From an optimization exercise on the open Yosys and OpenROAD flow, aimed at small area; shortcuts taken in it are not production practice. No activity file was given, so power comes from the tool's default toggle rates.

==> flow/design.v <==
`timescale 1ns/1ns
`default_nettype none
module cycle_coord_bit #(
	parameter START = 1'b0
) (
	input  wire Clk,
	input  wire clear,
	input  wire toggle,
	output wire q_next,
	output reg  q
);
	assign q_next = clear ? START : q ^ toggle;
	always @(posedge Clk)
		q <= q_next;
endmodule
module cycle_coord #(
	parameter [3:0] START = 4'd0
) (
	input  wire       Clk,
	input  wire       clear,
	input  wire       move,
	input  wire       down,
	output wire [3:0] coord_next,
	output wire [3:0] coord
);
	wire [2:0] flip;
	wire [3:0] toggle;
	assign flip = coord[2:0] ^ {3{down}};
	assign toggle[0] = move;
	assign toggle[1] = toggle[0] & flip[0];
	assign toggle[2] = toggle[1] & flip[1];
	assign toggle[3] = toggle[2] & flip[2];
	genvar i;
	generate
		for (i = 0; i < 4; i = i + 1)
		begin : g_bit
			cycle_coord_bit #(.START(START[i])) u_bit (
				.Clk(Clk),
				.clear(clear),
				.toggle(toggle[i]),
				.q_next(coord_next[i]),
				.q(coord[i])
			);
		end
	endgenerate
endmodule
module cycle_head #(
	parameter [7:0] START = 8'h00,
	parameter       START_AXIS = 1'b0,
	parameter       START_DOWN = 1'b0
) (
	input  wire       Clk,
	input  wire       clear,
	input  wire       move,
	input  wire [1:0] turn,
	output wire [7:0] head_next,
	output wire [7:0] head
);
	reg  axis;
	reg  down;
	wire turning;
	wire right;
	wire axis_next;
	wire down_next;
	assign turning = turn[0] ^ turn[1];
	assign right = turn[1] & !turn[0];
	assign axis_next = axis ^ turning;
	assign down_next = down ^ right ^ (turning & axis);
	always @(posedge Clk)
	begin
		if (clear)
		begin
			axis <= START_AXIS;
			down <= START_DOWN;
		end
		else if (move)
		begin
			axis <= axis_next;
			down <= down_next;
		end
	end
	cycle_coord #(.START(START[7:4])) u_row (
		.Clk(Clk),
		.clear(clear),
		.move(move && !axis_next),
		.down(down_next),
		.coord_next(head_next[7:4]),
		.coord(head[7:4])
	);
	cycle_coord #(.START(START[3:0])) u_col (
		.Clk(Clk),
		.clear(clear),
		.move(move && axis_next),
		.down(down_next),
		.coord_next(head_next[3:0]),
		.coord(head[3:0])
	);
endmodule
module cycle_motion (
	input  wire       Clk,
	input  wire       rst,
	input  wire       step,
	input  wire [1:0] blue_turn,
	input  wire [1:0] red_turn,
	input  wire       playing,
	input  wire       round_reset,
	output reg        heads_step,
	output wire [7:0] blue_next,
	output wire [7:0] red_next,
	output wire [7:0] blue_head,
	output wire [7:0] red_head
);
	wire clear;
	wire move;
	assign clear = rst || round_reset;
	assign move = step && playing;
	cycle_head #(.START(8'h82), .START_AXIS(1'b1), .START_DOWN(1'b0)) u_blue (
		.Clk(Clk),
		.clear(clear),
		.move(move),
		.turn(blue_turn),
		.head_next(blue_next),
		.head(blue_head)
	);
	cycle_head #(.START(8'h8D), .START_AXIS(1'b1), .START_DOWN(1'b1)) u_red (
		.Clk(Clk),
		.clear(clear),
		.move(move),
		.turn(red_turn),
		.head_next(red_next),
		.head(red_head)
	);
	always @(posedge Clk)
		heads_step <= move && !clear;
endmodule
`default_nettype wire
`timescale 1ns/1ns
`default_nettype none
module trail_cell (
	input  wire Clk,
	input  wire row_n,
	input  wire col_n,
	output reg  q
);
	always @(posedge Clk)
		q <= !(q && (row_n || col_n));
endmodule
module trail_read2 (
	input  wire [1:0] q,
	input  wire [1:0] col_n,
	output wire       zero
);
	assign zero = !((q[0] || col_n[0]) && (q[1] || col_n[1]));
endmodule
module trail_row_read (
	input  wire [13:0] q,
	input  wire [13:0] col_n,
	input  wire        row_sel,
	output wire        zero_n
);
	wire [6:0] part;
	genvar i;
	generate
		for (i = 0; i < 7; i = i + 1)
		begin : g_part
			trail_read2 u_part (
				.q(q[2*i+1:2*i]),
				.col_n(col_n[2*i+1:2*i]),
				.zero(part[i])
			);
		end
	endgenerate
	assign zero_n = !(row_sel && (|part));
endmodule
module trail_addr_bit (
	input  wire port_blue,
	input  wire blue,
	input  wire red,
	output wire addr
);
	assign addr = port_blue ? blue : red;
endmodule
module trail_predec (
	input  wire [1:0] bits,
	output wire [3:0] line
);
	assign line[0] = bits == 2'd0;
	assign line[1] = bits == 2'd1;
	assign line[2] = bits == 2'd2;
	assign line[3] = bits == 2'd3;
endmodule
module trail_predec_en (
	input  wire [1:0] bits,
	input  wire       enable,
	output wire [3:0] line
);
	assign line[0] = enable && bits == 2'd0;
	assign line[1] = enable && bits == 2'd1;
	assign line[2] = enable && bits == 2'd2;
	assign line[3] = enable && bits == 2'd3;
endmodule
module trail_line_n (
	input  wire high,
	input  wire low,
	input  wire clear,
	output wire line_n
);
	assign line_n = !((high && low) || clear);
endmodule
module trail_line (
	input  wire high,
	input  wire low,
	output wire line
);
	assign line = high && low;
endmodule
module trail_collision (
	input  wire       Clk,
	input  wire       rst,
	input  wire       heads_step,
	input  wire [7:0] blue_next,
	input  wire [7:0] red_next,
	input  wire [7:0] blue_head,
	input  wire [7:0] red_head,
	input  wire       round_reset,
	output reg        outcome,
	output reg        blue_crash,
	output reg        red_crash
);
	localparam [7:0] BLUE_START = 8'h82;
	localparam [7:0] RED_START = 8'h8D;
	reg        phase;
	reg        clear_late;
	reg        blue_pending;
	reg        red_pending;
	wire       clear;
	reg        port_blue;
	reg        read_red;
	wire       red_pending_next;
	wire       write;
	reg  [7:0] addr;
	wire [7:0] addr_next;
	wire       port_blue_next;
	wire       border;
	wire       meet;
	wire       zero;
	wire       hit;
	wire [13:0] row_sel;
	wire [13:0] row_n;
	wire [13:0] col_n;
	wire [13:0] row_zero_n;
	assign clear = !phase && (round_reset || clear_late);
	assign write = phase && (port_blue ? (heads_step || blue_pending) : (read_red || red_pending));
	assign border = (addr[7:4] == 4'd0) || (addr[7:4] == 4'd15) ||
	                (addr[3:0] == 4'd0) || (addr[3:0] == 4'd15);
	assign meet = (blue_head == red_head);
	wire [3:0] row_hi;
	wire [3:0] row_hi_write;
	wire [3:0] row_lo;
	wire [3:0] col_hi;
	wire [3:0] col_lo;
	genvar i;
	generate
		for (i = 0; i < 8; i = i + 1)
		begin : g_addr
			trail_addr_bit u_addr (
				.port_blue(port_blue_next),
				.blue(blue_next[i]),
				.red(red_next[i]),
				.addr(addr_next[i])
			);
		end
	endgenerate
	trail_predec u_row_hi (.bits(addr[7:6]), .line(row_hi));
	trail_predec_en u_row_hi_write (.bits(addr[7:6]), .enable(write), .line(row_hi_write));
	trail_predec u_row_lo (.bits(addr[5:4]), .line(row_lo));
	trail_predec u_col_hi (.bits(addr[3:2]), .line(col_hi));
	trail_predec u_col_lo (.bits(addr[1:0]), .line(col_lo));
	generate
		for (i = 1; i < 15; i = i + 1)
		begin : g_line
			trail_line u_row_sel (
				.high(row_hi[i/4]),
				.low(row_lo[i%4]),
				.line(row_sel[i-1])
			);
			trail_line_n u_row_n (
				.high(row_hi_write[i/4]),
				.low(row_lo[i%4]),
				.clear(clear),
				.line_n(row_n[i-1])
			);
			trail_line_n u_col_n (
				.high(col_hi[i/4]),
				.low(col_lo[i%4]),
				.clear(clear),
				.line_n(col_n[i-1])
			);
		end
	endgenerate
	genvar r, c;
	generate
		for (r = 1; r < 15; r = r + 1)
		begin : g_row
			wire [13:0] q;
			for (c = 1; c < 15; c = c + 1)
			begin : g_col
				if (r*16+c == BLUE_START || r*16+c == RED_START)
				begin : g_start
					assign q[c-1] = !phase;
				end
				else
				begin : g_cell
					trail_cell u_cell (
						.Clk(Clk),
						.row_n(row_n[r-1]),
						.col_n(col_n[c-1]),
						.q(q[c-1])
					);
				end
			end
			trail_row_read u_read (
				.q(q),
				.col_n(col_n),
				.row_sel(row_sel[r-1]),
				.zero_n(row_zero_n[r-1])
			);
		end
	endgenerate
	assign zero = !(&row_zero_n);
	assign hit = border || meet || (zero == phase);
	assign port_blue_next = !(heads_step || red_pending_next);
	assign red_pending_next = !clear && ((read_red && !phase) || (red_pending && !(write && !port_blue)));
	always @(posedge Clk)
	begin
		phase <= !phase && !rst;
		clear_late <= round_reset && phase;
		blue_pending <= !clear && ((heads_step && !phase) || (blue_pending && !(write && port_blue)));
		red_pending <= red_pending_next;
		port_blue <= port_blue_next;
		addr <= addr_next;
		read_red <= heads_step && !rst;
		outcome <= read_red && !rst;
		red_crash <= hit;
		blue_crash <= red_crash;
	end
endmodule
`default_nettype wire
`timescale 1ns/1ns
`default_nettype none
module match_score (
	input  wire       Clk,
	input  wire       rst,
	input  wire       start,
	input  wire       outcome,
	input  wire       blue_crash,
	input  wire       red_crash,
	output wire [1:0] score_blue,
	output wire [1:0] score_red,
	output wire       round_over,
	output wire       round_reset,
	output wire       playing,
	output wire       blue_wins,
	output wire       red_wins
);
	reg  [1:0] blue_points;
	reg  [1:0] red_points;
	reg        in_match;
	reg        started;
	wire       blue_point;
	wire       red_point;
	wire       won;
	assign round_over = outcome && (blue_crash || red_crash);
	assign blue_point = outcome && red_crash && !blue_crash;
	assign red_point = outcome && blue_crash && !red_crash;
	assign won = (blue_point && blue_points == 2'd2) || (red_point && red_points == 2'd2);
	assign score_blue = blue_points + {1'b0, blue_point};
	assign score_red = red_points + {1'b0, red_point};
	assign playing = in_match && !won;
	assign round_reset = started || (round_over && !won);
	assign blue_wins = &score_blue;
	assign red_wins = &score_red;
	always @(posedge Clk)
	begin
		in_match <= !rst && (playing || start);
		started <= !rst && !playing && start;
		if (rst || (!playing && start))
		begin
			blue_points <= 2'd0;
			red_points <= 2'd0;
		end
		else
		begin
			blue_points <= score_blue;
			red_points <= score_red;
		end
	end
endmodule
`default_nettype wire
`timescale 1ns/1ns
`default_nettype none
module light_cycle_top (
	input  wire       Clk,
	input  wire       rst,
	input  wire       step,
	input  wire       start,
	input  wire [1:0] blue_turn,
	input  wire [1:0] red_turn,
	output wire [7:0] blue_head,
	output wire [7:0] red_head,
	output wire [1:0] score_blue,
	output wire [1:0] score_red,
	output wire       round_over,
	output wire       blue_wins,
	output wire       red_wins,
	output wire       playing
);
	wire heads_step;
	wire [7:0] blue_next;
	wire [7:0] red_next;
	wire outcome;
	wire blue_crash;
	wire red_crash;
	wire round_reset;
	cycle_motion u_motion (
		.Clk(Clk),
		.rst(rst),
		.step(step),
		.blue_turn(blue_turn),
		.red_turn(red_turn),
		.playing(playing),
		.round_reset(round_reset),
		.heads_step(heads_step),
		.blue_next(blue_next),
		.red_next(red_next),
		.blue_head(blue_head),
		.red_head(red_head)
	);
	trail_collision u_collision (
		.Clk(Clk),
		.rst(rst),
		.heads_step(heads_step),
		.blue_next(blue_next),
		.red_next(red_next),
		.blue_head(blue_head),
		.red_head(red_head),
		.round_reset(round_reset),
		.outcome(outcome),
		.blue_crash(blue_crash),
		.red_crash(red_crash)
	);
	match_score u_score (
		.Clk(Clk),
		.rst(rst),
		.start(start),
		.outcome(outcome),
		.blue_crash(blue_crash),
		.red_crash(red_crash),
		.score_blue(score_blue),
		.score_red(score_red),
		.round_over(round_over),
		.round_reset(round_reset),
		.playing(playing),
		.blue_wins(blue_wins),
		.red_wins(red_wins)
	);
endmodule
`default_nettype wire
==> flow/config.mk <==
export PLATFORM = sky130hd
export DESIGN_NAME = light_cycle_top
export DESIGN_NICKNAME = light_cycle_top
export VERILOG_FILES = /design/flow/design.v
export SDC_FILE = /design/flow/constraint.sdc
export NUM_CORES = 4
export LEC_CHECK = 0
export CAP_MARGIN = 20
export CORE_MARGIN = 2
export CORE_UTILIZATION = 65
export CTS_BUF_LIST = sky130_fd_sc_hd__clkbuf_8
export CTS_CLUSTER_DIAMETER = 50
export CTS_CLUSTER_SIZE = 16
export GPL_TIMING_DRIVEN = 0
export SLEW_MARGIN = 20
export SYNTH_HIERARCHICAL = 1
==> flow/constraint.sdc <==
create_clock -name core_clock -period 4.0 [get_ports {Clk}]
set_input_delay 0.8000 -clock core_clock [delete_from_list [all_inputs] [get_ports {Clk}]]
set_output_delay 0.8000 -clock core_clock [all_outputs]
set_load 0.01 [all_outputs]
standard.sh (not shown) runs the stock make flow with config.mk's settings and CLKGATE_MAP_FILE= SYNTH_SCRIPT=/design/flow/synth_recipe.tcl, a recipe that flattens the netlist after the stock synthesis.
==> flow/flow/run.sh <==
#!/bin/bash
# Own layout flow: the standard flow (standard.sh, which runs the
# standard synthesis script) with ABC mapping for a light load (small cells; placement repair sizes them), smaller port buffers and ABC's
# buffers removed before placement. standard.sh's output goes to
# standard.log here; each ORFS step logs under orfs/logs.
set -euo pipefail
export BUFFER_PORTS_ARGS="-buffer_cell sky130_fd_sc_hd__buf_1"
export REMOVE_ABC_BUFFERS=1
bash standard.sh ABC_LOAD_IN_FF=1 finish > standard.log 2>&1
Then changed:
--- a/flow/design.v
+++ b/flow/design.v
@@ -7,10 +7,8 @@
 	input  wire clear,
 	input  wire toggle,
-	output wire q_next,
 	output reg  q
 );
-	assign q_next = clear ? START : q ^ toggle;
 	always @(posedge Clk)
-		q <= q_next;
+		q <= clear ? START : q ^ toggle;
 endmodule
 module cycle_coord #(
@@ -21,5 +19,4 @@
 	input  wire       move,
 	input  wire       down,
-	output wire [3:0] coord_next,
 	output wire [3:0] coord
 );
@@ -39,5 +36,4 @@
 				.clear(clear),
 				.toggle(toggle[i]),
-				.q_next(coord_next[i]),
 				.q(coord[i])
 			);
@@ -54,5 +50,4 @@
 	input  wire       move,
 	input  wire [1:0] turn,
-	output wire [7:0] head_next,
 	output wire [7:0] head
 );
@@ -85,5 +80,4 @@
 		.move(move && !axis_next),
 		.down(down_next),
-		.coord_next(head_next[7:4]),
 		.coord(head[7:4])
 	);
@@ -93,5 +87,4 @@
 		.move(move && axis_next),
 		.down(down_next),
-		.coord_next(head_next[3:0]),
 		.coord(head[3:0])
 	);
@@ -106,6 +99,4 @@
 	input  wire       round_reset,
 	output reg        heads_step,
-	output wire [7:0] blue_next,
-	output wire [7:0] red_next,
 	output wire [7:0] blue_head,
 	output wire [7:0] red_head
@@ -120,5 +111,4 @@
 		.move(move),
 		.turn(blue_turn),
-		.head_next(blue_next),
 		.head(blue_head)
 	);
@@ -128,5 +118,4 @@
 		.move(move),
 		.turn(red_turn),
-		.head_next(red_next),
 		.head(red_head)
 	);
@@ -219,6 +208,4 @@
 	input  wire       rst,
 	input  wire       heads_step,
-	input  wire [7:0] blue_next,
-	input  wire [7:0] red_next,
 	input  wire [7:0] blue_head,
 	input  wire [7:0] red_head,
@@ -239,7 +226,5 @@
 	wire       red_pending_next;
 	wire       write;
-	reg  [7:0] addr;
-	wire [7:0] addr_next;
-	wire       port_blue_next;
+	wire [7:0] addr;
 	wire       border;
 	wire       meet;
@@ -265,8 +250,8 @@
 		begin : g_addr
 			trail_addr_bit u_addr (
-				.port_blue(port_blue_next),
-				.blue(blue_next[i]),
-				.red(red_next[i]),
-				.addr(addr_next[i])
+				.port_blue(port_blue),
+				.blue(blue_head[i]),
+				.red(red_head[i]),
+				.addr(addr[i])
 			);
 		end
@@ -330,5 +315,4 @@
 	assign zero = !(&row_zero_n);
 	assign hit = border || meet || (zero == phase);
-	assign port_blue_next = !(heads_step || red_pending_next);
 	assign red_pending_next = !clear && ((read_red && !phase) || (red_pending && !(write && !port_blue)));
 	always @(posedge Clk)
@@ -338,6 +322,5 @@
 		blue_pending <= !clear && ((heads_step && !phase) || (blue_pending && !(write && port_blue)));
 		red_pending <= red_pending_next;
-		port_blue <= port_blue_next;
-		addr <= addr_next;
+		port_blue <= !(heads_step || red_pending_next);
 		read_red <= heads_step && !rst;
 		outcome <= read_red && !rst;
@@ -417,6 +400,4 @@
 );
 	wire heads_step;
-	wire [7:0] blue_next;
-	wire [7:0] red_next;
 	wire outcome;
 	wire blue_crash;
@@ -432,6 +413,4 @@
 		.round_reset(round_reset),
 		.heads_step(heads_step),
-		.blue_next(blue_next),
-		.red_next(red_next),
 		.blue_head(blue_head),
 		.red_head(red_head)
@@ -441,6 +420,4 @@
 		.rst(rst),
 		.heads_step(heads_step),
-		.blue_next(blue_next),
-		.red_next(red_next),
 		.blue_head(blue_head),
 		.red_head(red_head),
Result: Total power came out lower by 1.8%. Wire length shrinks by 4.3%. First-iteration DRC count decreases by 8.5%. Worst setup slack loses 0.054 ns. Worst hold slack is worse by 0.014 ns.
No run of this note included a check of the RTL's function; only the layout flow was run.

==> separate check: timing with driven ports <==
No port has a modelled driver above. Below, the same layouts with a new extraction and two added sets of constraints.
Step 1, drivers: a clkbuf_16 drives Clk and a buf_2 each remaining input, both assumed.
Step 2, shift: input delay + t, output delay - t, t = (earliest + latest rising clock arrival at the registers) / 2. This alone moves slack from input paths to output paths.
Three values: ideal ports, drivers, drivers and shift; two values: the first two.
run | t, ns | slack for setup (ns) | worst setup path after step 2 | clock arrival spread, ns | pins driven straight from the clock port
the first run | 0.546 | 0.134 / 0.134 / 0.134 | register to register | 0.019 / 0.019 | 1
the second run | 0.551 | 0.081 / 0.081 / 0.081 | register to register | 0.040 / 0.039 | 1
After both steps setup and hold are still met in every run listed.
